Source: an optimization exercise on an open RTL-to-GDS flow (aim: small area and a short achievable clock period). Production flows keep margins and buffers that such runs may drop.
In this exercise RTL edits were held to simulation tests only and were not proved equivalent to the original.

run 1:
Design servo_frontend, start of the top module:
module servo_frontend (
	input  logic         clk1,
	input  logic         i_rst_n,
	input  logic [127:0] i_cfg,
	input  logic [32:0]  i_adc,
	input  logic [24:0]  i_dac,
	output logic [3:0]   o_afe,
	output logic [72:0]  o_filt,
	output logic [2:0]   o_spi,
	output logic         o_ldac_n,
	output logic         o_dac_credit
);
Size in the first run: about 5500 cells after synthesis, roughly 270 I/O pins, roughly 61000 sq um of cells after synthesis.
clock: 11.5 ns
lec_check: 0
abc_area: 0
cap_margin: 20
core_margin: 2
core_utilization: 40
cts_buf_list: sky130_fd_sc_hd__clkbuf_4
slew_margin: 20
synth_hierarchical: 1
synth_minimum_keep_size: 0
standard.sh (not shown) runs the stock make flow with config.mk's settings and CLKGATE_MAP_FILE= SYNTH_SCRIPT=/design/flow/synth_recipe.tcl, a recipe that flattens the netlist after the stock synthesis.
==> flow/flow/run.sh <==
#!/bin/bash
# Standard layout (the standard.sh, standard synthesis unchanged), with
# - a tighter setup target for ORFS's timing repair (repair_timing
#   -setup_margin); the clock period and constraints stay the standard flow's,
# - every input and output port buffered with a buf_1 instead of the
#   larger cell buffer_ports picks by itself.
set -euo pipefail
export SETUP_SLACK_MARGIN=6.2
export BUFFER_PORTS_ARGS="-buffer_cell sky130_fd_sc_hd__buf_1"
bash standard.sh finish > standard.log 2>&1
The inputs of run 2 differ from those of run 1 as listed below.
diff --git a/flow/flow/run.sh b/flow/flow/run.sh
--- a/flow/flow/run.sh
+++ b/flow/flow/run.sh
@@ -6,5 +6,5 @@
 #   larger cell buffer_ports picks by itself.
 set -euo pipefail
-export SETUP_SLACK_MARGIN=6.2
+export SETUP_SLACK_MARGIN=6.4
 export BUFFER_PORTS_ARGS="-buffer_cell sky130_fd_sc_hd__buf_1"
 bash standard.sh finish > standard.log 2>&1
--- outcome ---
- Comparing run 2 and run 1, the lower maximum frequency from static timing analysis is on run 1.
- Run 2 vs run 1 — met1 capacity usage during global routing rose 0.36 points.
- Looking at worst setup slack before clock tree synthesis, run 2 sits 0.019 ns lower than run 1 does.
- Diff run 1..run 2 | setup skew after layout | negligible
The inputs of run 3 differ from those of run 2 as listed below.
- changing CTS_BUF_LIST from sky130_fd_sc_hd__clkbuf_4 to sky130_fd_sc_hd__clkbuf_8
diff --git a/flow/flow/run.sh b/flow/flow/run.sh
--- a/flow/flow/run.sh
+++ b/flow/flow/run.sh
@@ -6,5 +6,5 @@
 #   larger cell buffer_ports picks by itself.
 set -euo pipefail
-export SETUP_SLACK_MARGIN=6.4
+export SETUP_SLACK_MARGIN=6.2
 export BUFFER_PORTS_ARGS="-buffer_cell sky130_fd_sc_hd__buf_1"
 bash standard.sh finish > standard.log 2>&1
## What came out
- Run 3 went all the way through synthesis, placement and routing and the layout is clean on timing, DRC and antenna.
- A slowest stage cell on the critical path of fa_2 is what run 2 shows, while fa_1 belongs to run 3.
- Compared with run 2, in run 3 global router's overall resource usage lower; fraction of standard cell area that is sequential higher; share of the clock period used by the worst path roughly the same.

========
Another version of the RTL of servo_frontend (not shown whole).
Size in the first run: ~270 I/O pins, ~0.061 mm^2 of cells after synthesis.
==> flow/config.mk <==
export PLATFORM = sky130hd
export DESIGN_NAME = servo_frontend
export DESIGN_NICKNAME = servo_frontend
export VERILOG_FILES = /design/flow/design.v
export SDC_FILE = /design/flow/constraint.sdc
export NUM_CORES = 4
export LEC_CHECK = 0
export ABC_AREA = 0
export CAP_MARGIN = 20
export CORE_MARGIN = 2
export CORE_UTILIZATION = 40
export SETUP_SLACK_MARGIN = 5
export SLEW_MARGIN = 20
export SYNTH_HIERARCHICAL = 1
export SYNTH_MINIMUM_KEEP_SIZE = 0
==> flow/constraint.sdc <==
create_clock -name core_clock -period 11.5 [get_ports {clk1}]
set_input_delay 2.3000 -clock core_clock [delete_from_list [all_inputs] [get_ports {clk1}]]
set_output_delay 2.3000 -clock core_clock [all_outputs]
set_load 0.01 [all_outputs]
run.sh (not shown) runs the stock make flow with config.mk's settings and CLKGATE_MAP_FILE= SYNTH_SCRIPT=/design/flow/synth_recipe.tcl, a recipe that flattens the netlist after the stock synthesis.
Stock flow here: none of the scripts above is used.
The baseline completed without violations.
Rerun with:
==> flow/flow/run.sh (new file) <==
#!/bin/bash
# Standard layout (the standard.sh, standard synthesis unchanged), with
# - a tighter setup target for ORFS's timing repair (repair_timing
#   -setup_margin); the clock period and constraints stay the standard flow's,
# - every input and output port buffered with a buf_2 instead of the
#   larger cell buffer_ports picks by itself.
set -euo pipefail
export SETUP_SLACK_MARGIN=6.5
export BUFFER_PORTS_ARGS="-buffer_cell sky130_fd_sc_hd__buf_2"
bash standard.sh finish > standard.log 2>&1
==> flow/standard.sh (new file) <==
#!/bin/bash
# synth_recipe.tcl (not shown) runs the flow's synth.tcl, then flattens the netlist and writes it again
# the make line also repeats each setting of config.mk as NAME=value (left out here)
make -C /OpenROAD-flow-scripts/flow DESIGN_CONFIG=/design/flow/config.mk WORK_HOME=/design/flow/orfs CLKGATE_MAP_FILE= SYNTH_SCRIPT=/design/flow/synth_recipe.tcl "${@:-finish}"
Settings changed: CTS_BUF_LIST from default to sky130_fd_sc_hd__clkbuf_8, SETUP_SLACK_MARGIN 5 to default.
removed: flow/run.sh
The changed run finished with timing, DRC and antenna clean.
Sequential share of layout area fell by 1.1 points.
Die area is unchanged.
Worst hold slack loses 0.0075 ns.
Wire length rose by a few percent.
Via count rose by a few percent.
Cell count rose by a few percent.
Maximum frequency rose by about a fifth.
Rerun with:
--- a/flow/flow/run.sh
+++ b/flow/flow/run.sh
@@ -8 +8 @@
-export SETUP_SLACK_MARGIN=6.5
+export SETUP_SLACK_MARGIN=6.0
Settings changed: CTS_BUF_LIST sky130_fd_sc_hd__clkbuf_8 to default.
=>
- The new run passed the timing, DRC and antenna checks
- cell area came out lower by a few percent
- critical path depth stays the same
- worst setup slack is worse by 0.11 ns
- synthesized area does not change
- hold slack is better by 0.013 ns
- maximum frequency came out lower by a few percent
- core utilization came out lower by 2.7 points
- final cell count came out lower by a few percent
- die area does not change
Rerun with:
==> flow/flow/run.sh (replaced) <==
#!/bin/bash
# Standard layout, with a tighter setup target for ORFS's timing repair
# (repair_timing -setup_margin): the clock period and constraints are the standard flow's.
set -euo pipefail
export SETUP_SLACK_MARGIN=6.5
bash standard.sh finish > standard.log 2>&1
=> Core utilization increases by 3.6 points. Non-clock buffer count increases by 166. Synthesized cell count is unchanged. Die area is unchanged. Critical path depth increases by 2. Wire length increases slightly. Hold slack is worse by 0.0061 ns.

afterwards: timing with drivers on the ports:
The results above use ideal ports. As a check the final layouts listed here were re-extracted and re-timed, cells and wires unchanged.
Step 1 assumes that a clkbuf_16 drives the clock port and a buf_2 every other input.
Step 2 also shifts input and output timing later by t, the mid clock arrival at the registers, as if the neighbouring blocks saw the same clock.
Three values: ideal ports, drivers, drivers and shift; two values: the first two.
run	shift t [ns]	setup WS [ns]	latest minus earliest clock arrival (ns)	worst register clock-pin slew, ns
run 1	1.265	6.262 / 6.262 / 5.704	0.130 / 0.130	0.08 / 0.08
run 2	1.252	6.295 / 6.295 / 5.698	0.109 / 0.109	0.09 / 0.09
run 3	0.968	6.286 / 6.286 / 5.695	0.094 / 0.095	0.08 / 0.08
the first run of note 2	0.776	5.239 / 5.239 / 5.239	0.032 / 0.031	0.07 / 0.07
the second run of note 2	0.945	6.199 / 6.199 / 5.866	0.111 / 0.111	0.08 / 0.08
the third run of note 2	0.749	6.089 / 6.089 / 5.870	0.039 / 0.038	0.07 / 0.07
the fourth run of note 2	0.772	6.164 / 6.164 / 5.850	0.043 / 0.043	0.08 / 0.08
After both steps every run listed still meets setup and hold. For run 2, which loses most, drivers alone change the setup slack by 0.000 ns; drivers and shift together by -0.597 ns.
